This design comes from an exercise in tuning for small area and a short achievable clock period on the open sky130 flow, not from production work.
Where RTL was checked, it was by simulation tests only, not by an equivalence proof against the original.
Power figures rest on the tool's default switching activity, not on a simulated workload.

north:
==> flow/design.v <==
package ahb3lite_pkg;
    typedef enum logic [1:0] {
        IDLE   = 2'b00,
        BUSY   = 2'b01,
        NONSEQ = 2'b10,
        SEQ    = 2'b11
    } HTRANS_state;
    typedef enum logic [2:0] {
        S_IDLE,
        S_WAIT,
        S_DATA,
        S_ERR1,
        S_ERR2
    } slave_state_t;
    localparam logic HRESP_OKAY  = 1'b0;
    localparam logic HRESP_ERROR = 1'b1;
endpackage
module ahb3lite_mem_bit (
    input  logic clk_i,
    input  logic we_i,
    input  logic hold_i,    
    input  logic d_i,
    output logic q_o
);
    always_ff @(posedge clk_i) begin
        q_o <= (we_i & d_i) | (hold_i & q_o);
    end
endmodule
module ahb3lite_aoi222 (
    input  logic [2:0] s_i,
    input  logic [2:0] d_i,
    output logic       y_no
);
    assign y_no = !(|(s_i & d_i));
endmodule
module ahb3lite_rd_bit (
    input  logic [63:0] sel_i,
    input  logic [63:0] bits_i,
    output logic        bit_o
);
    logic [21:0] grp_n;
    for (genvar g = 0; g < 21; g++) begin : g_aoi
        ahb3lite_aoi222 u_aoi (
            .s_i  (sel_i[3*g +: 3]),
            .d_i  (bits_i[3*g +: 3]),
            .y_no (grp_n[g])
        );
    end
    assign grp_n[21] = !(sel_i[63] & bits_i[63]);
    assign bit_o = !(&grp_n);
endmodule
module ahb3lite_sp_ram (
    input  logic        clk_i,
    input  logic [7:0]  whi_i,     
    input  logic [7:0]  wlo_i,     
    input  logic [31:0] wdata_i,
    input  logic [5:0]  raddr_i,
    output logic [31:0] rdata_o
);
    logic [63:0] wsel;
    logic [63:0] whold;
    logic [63:0] rsel;
    logic [63:0] bits [32];    
    always_comb begin
        for (int w = 0; w < 64; w++) begin
            wsel[w]  = whi_i[w / 8] && wlo_i[w % 8];
            whold[w] = !wsel[w];
            rsel[w]  = (raddr_i == 6'(w));
        end
    end
    for (genvar w = 0; w < 64; w++) begin : g_word
        for (genvar b = 0; b < 32; b++) begin : g_bit
            ahb3lite_mem_bit u_bit (
                .clk_i  (clk_i),
                .we_i   (wsel[w]),
                .hold_i (whold[w]),
                .d_i    (wdata_i[b]),
                .q_o    (bits[b][w])
            );
        end
    end
    for (genvar b = 0; b < 32; b++) begin : g_rd
        ahb3lite_rd_bit u_rd (
            .sel_i  (rsel),
            .bits_i (bits[b]),
            .bit_o  (rdata_o[b])
        );
    end
endmodule
module ahb3lite_mem_slave (
    input  logic        HCLK,
    input  logic        HRESET,
    input  logic        HSEL,
    input  logic [31:0] HADDR,
    input  logic [1:0]  HTRANS,
    input  logic        HWRITE,
    input  logic [31:0] HWDATA,
    input  logic        HREADY,
    output logic        HREADYOUT,
    output logic        HRESP,
    output logic [31:0] HRDATA,
    output logic [31:0] mem_WR_addr,
    output logic        mem_write_flag,
    output logic [31:0] HWDATA_toMem,
    output logic [15:0] wr_count
);
    logic        ready_q;    
    logic        resp_q;     
    logic        flag_q;     
    logic [5:0]  waddr_q;    
    logic [7:0]  whi_q;      
    logic [7:0]  wlo_q;      
    logic [31:0] rdata_q;    
    logic [15:0] wr_count_q;
    logic        accept;
    logic        in_range;
    logic        err_start;
    logic        wr_start;
    logic        rd_start;
    logic        writing;
    logic        bypass;
    logic [31:0] rdata_arr;
    logic [31:0] rdata_d;
    assign in_range  = (HADDR[31:6] == 26'd0);
    assign accept    = HSEL && HREADY && ready_q && HTRANS[1];
    assign err_start = accept && !in_range;
    assign wr_start  = accept && in_range && HWRITE;
    assign rd_start  = accept && in_range && !HWRITE;
    assign writing   = |whi_q;
    assign bypass    = whi_q[HADDR[5:3]] && wlo_q[HADDR[2:0]];
    assign rdata_d   = ({32{rd_start && !bypass}} & rdata_arr)
                     | ({32{rd_start && bypass}} & HWDATA);
    always_ff @(posedge HCLK or posedge HRESET) begin
        if (HRESET) begin
            ready_q    <= 1'b1;
            resp_q     <= 1'b0;
            flag_q     <= 1'b0;
            waddr_q    <= 6'd0;
            whi_q      <= 8'd0;
            rdata_q    <= 32'h0;
            wr_count_q <= 16'd0;
        end else begin
            ready_q    <= !err_start;
            resp_q     <= err_start || !ready_q;
            flag_q     <= wr_start;
            waddr_q    <= wr_start ? HADDR[5:0] : 6'd0;
            whi_q      <= wr_start ? (8'd1 << HADDR[5:3]) : 8'd0;
            rdata_q    <= rdata_d;
            wr_count_q <= wr_count_q + {15'd0, writing};
        end
    end
    always_ff @(posedge HCLK) begin
        wlo_q <= 8'd1 << HADDR[2:0];
    end
    ahb3lite_sp_ram u_ram (
        .clk_i   (HCLK),
        .whi_i   (whi_q),
        .wlo_i   (wlo_q),
        .wdata_i (HWDATA),
        .raddr_i (HADDR[5:0]),
        .rdata_o (rdata_arr)
    );
    assign HREADYOUT      = ready_q;
    assign HRESP          = resp_q;
    assign HRDATA         = rdata_q;
    assign mem_write_flag = flag_q;
    assign mem_WR_addr    = {26'd0, waddr_q};
    assign HWDATA_toMem   = flag_q ? HWDATA : 32'h0;
    assign wr_count       = wr_count_q;
endmodule
Settings: LEC_CHECK=0, CAP_MARGIN=20, CORE_MARGIN=2, CORE_UTILIZATION=40, SETUP_SLACK_MARGIN=2.5, SLEW_MARGIN=20, SYNTH_HIERARCHICAL=1; clock period 5.5 ns.
standard.sh (not shown) runs the stock make flow with config.mk's settings and CLKGATE_MAP_FILE= SYNTH_SCRIPT=/design/flow/synth_recipe.tcl, a recipe that flattens the netlist after the stock synthesis.
==> flow/flow/run.sh <==
#!/bin/bash
# Own layout flow: the standard synthesis unchanged, then the standard
# layout with two changes:
#  - the resizer may change a cell's footprint when it repairs timing (the
#    platform default only resizes within the same footprint);
#  - clock tree synthesis clusters up to 20 flip-flops within 100 um per leaf
#    buffer and adds no dummy loads, which needs far fewer clock buffers.
# Each step's full output is in synth.log and layout.log here, and ORFS's own
# per-step logs are under orfs/logs/.
set -euo pipefail
bash standard.sh synth > synth.log 2>&1
bash standard.sh MATCH_CELL_FOOTPRINT=0 \
  "CTS_ARGS=-sink_clustering_enable -repair_clock_nets -dont_use_dummy_load -sink_clustering_size 20 -sink_clustering_max_diameter 100" \
  finish > layout.log 2>&1
north completed; timing, DRC and antenna clean
#### Input delta (south over north)
--- a/flow/design.v
+++ b/flow/design.v
@@ -18,14 +18,16 @@
 module ahb3lite_mem_bit (
     input  logic clk_i,
     input  logic we_i,
     input  logic hold_i,    
     input  logic d_i,
-    output logic q_o
+    output logic next_o     
 );
+    logic q;
+    assign next_o = (we_i & d_i) | (hold_i & q);
     always_ff @(posedge clk_i) begin
-        q_o <= (we_i & d_i) | (hold_i & q_o);
+        q <= next_o;
     end
 endmodule
 module ahb3lite_aoi222 (
     input  logic [2:0] s_i,
     input  logic [2:0] d_i,
@@ -53,11 +55,11 @@
     input  logic        clk_i,
     input  logic [7:0]  whi_i,     
     input  logic [7:0]  wlo_i,     
     input  logic [31:0] wdata_i,
     input  logic [5:0]  raddr_i,
-    output logic [31:0] rdata_o
+    output logic [31:0] rdata_o    
 );
     logic [63:0] wsel;
     logic [63:0] whold;
     logic [63:0] rsel;
     logic [63:0] bits [32];    
@@ -73,11 +75,11 @@
             ahb3lite_mem_bit u_bit (
                 .clk_i  (clk_i),
                 .we_i   (wsel[w]),
                 .hold_i (whold[w]),
                 .d_i    (wdata_i[b]),
-                .q_o    (bits[b][w])
+                .next_o (bits[b][w])
             );
         end
     end
     for (genvar b = 0; b < 32; b++) begin : g_rd
         ahb3lite_rd_bit u_rd (
@@ -108,51 +110,48 @@
     logic        resp_q;     
     logic        flag_q;     
     logic [5:0]  waddr_q;    
     logic [7:0]  whi_q;      
     logic [7:0]  wlo_q;      
+    logic        rd_q;       
     logic [31:0] rdata_q;    
     logic [15:0] wr_count_q;
     logic        accept;
     logic        in_range;
     logic        err_start;
     logic        wr_start;
     logic        rd_start;
     logic        writing;
-    logic        bypass;
     logic [31:0] rdata_arr;
-    logic [31:0] rdata_d;
     assign in_range  = (HADDR[31:6] == 26'd0);
     assign accept    = HSEL && HREADY && ready_q && HTRANS[1];
     assign err_start = accept && !in_range;
     assign wr_start  = accept && in_range && HWRITE;
     assign rd_start  = accept && in_range && !HWRITE;
     assign writing   = |whi_q;
-    assign bypass    = whi_q[HADDR[5:3]] && wlo_q[HADDR[2:0]];
-    assign rdata_d   = ({32{rd_start && !bypass}} & rdata_arr)
-                     | ({32{rd_start && bypass}} & HWDATA);
     always_ff @(posedge HCLK or posedge HRESET) begin
         if (HRESET) begin
             ready_q    <= 1'b1;
             resp_q     <= 1'b0;
             flag_q     <= 1'b0;
             waddr_q    <= 6'd0;
             whi_q      <= 8'd0;
-            rdata_q    <= 32'h0;
+            rd_q       <= 1'b0;
             wr_count_q <= 16'd0;
         end else begin
             ready_q    <= !err_start;
             resp_q     <= err_start || !ready_q;
             flag_q     <= wr_start;
             waddr_q    <= wr_start ? HADDR[5:0] : 6'd0;
             whi_q      <= wr_start ? (8'd1 << HADDR[5:3]) : 8'd0;
-            rdata_q    <= rdata_d;
+            rd_q       <= rd_start;
             wr_count_q <= wr_count_q + {15'd0, writing};
         end
     end
     always_ff @(posedge HCLK) begin
-        wlo_q <= 8'd1 << HADDR[2:0];
+        wlo_q   <= 8'd1 << HADDR[2:0];
+        rdata_q <= rdata_arr;
     end
     ahb3lite_sp_ram u_ram (
         .clk_i   (HCLK),
         .whi_i   (whi_q),
         .wlo_i   (wlo_q),
@@ -160,11 +159,11 @@
         .raddr_i (HADDR[5:0]),
         .rdata_o (rdata_arr)
     );
     assign HREADYOUT      = ready_q;
     assign HRESP          = resp_q;
-    assign HRDATA         = rdata_q;
+    assign HRDATA         = rd_q ? rdata_q : 32'h0;
     assign mem_write_flag = flag_q;
     assign mem_WR_addr    = {26'd0, waddr_q};
     assign HWDATA_toMem   = flag_q ? HWDATA : 32'h0;
     assign wr_count       = wr_count_q;
 endmodule
==> comparison <==
In south the number of buffer and inverter stages on the critical path turned out 2 lower than in north. Post-synthesis compound-gate area fraction for south is lower than for north. When south is measured against north, its area of all placed cells without fillers turns out about 0.7% lower. The higher overall power of north and south is in north. Comparing north and south, the higher wire length on met3 is on south.
No functional check of the RTL was part of south.

[what the ideal ports hide]
The results above use ideal ports. As a check the final layouts listed here were re-extracted and re-timed, cells and wires unchanged. Step 1: set_driving_cell puts a clkbuf_16 on HCLK and a buf_2 on each other input, an assumption about the parent block. Step 2 adds t to the input delays and takes it off the output delays; t is the mean of the earliest and latest rising clock arrival at the registers after step 1. Input paths then give back, and output paths get back, about the clock's delay inside the block. a / b / c = ideal ports / drivers / drivers and shift; a / b = the first two.
| run | t, ns | setup WS [ns] | worst hold slack (ns) | worst setup path after step 2 | pins driven straight from the clock port |
|---|---|---|---|---|---|
| north | 0.864 | 1.959 / 1.994 / 1.130 | 0.472 / 0.472 / 0.472 | input to register | 1 |
| south | 0.849 | 1.986 / 1.986 / 1.224 | 0.468 / 0.468 / 0.468 | input to register | 1 |
After both steps every run listed still meets setup and hold. For north, which loses most, drivers alone change the setup slack by +0.035 ns; drivers and shift together by -0.829 ns.
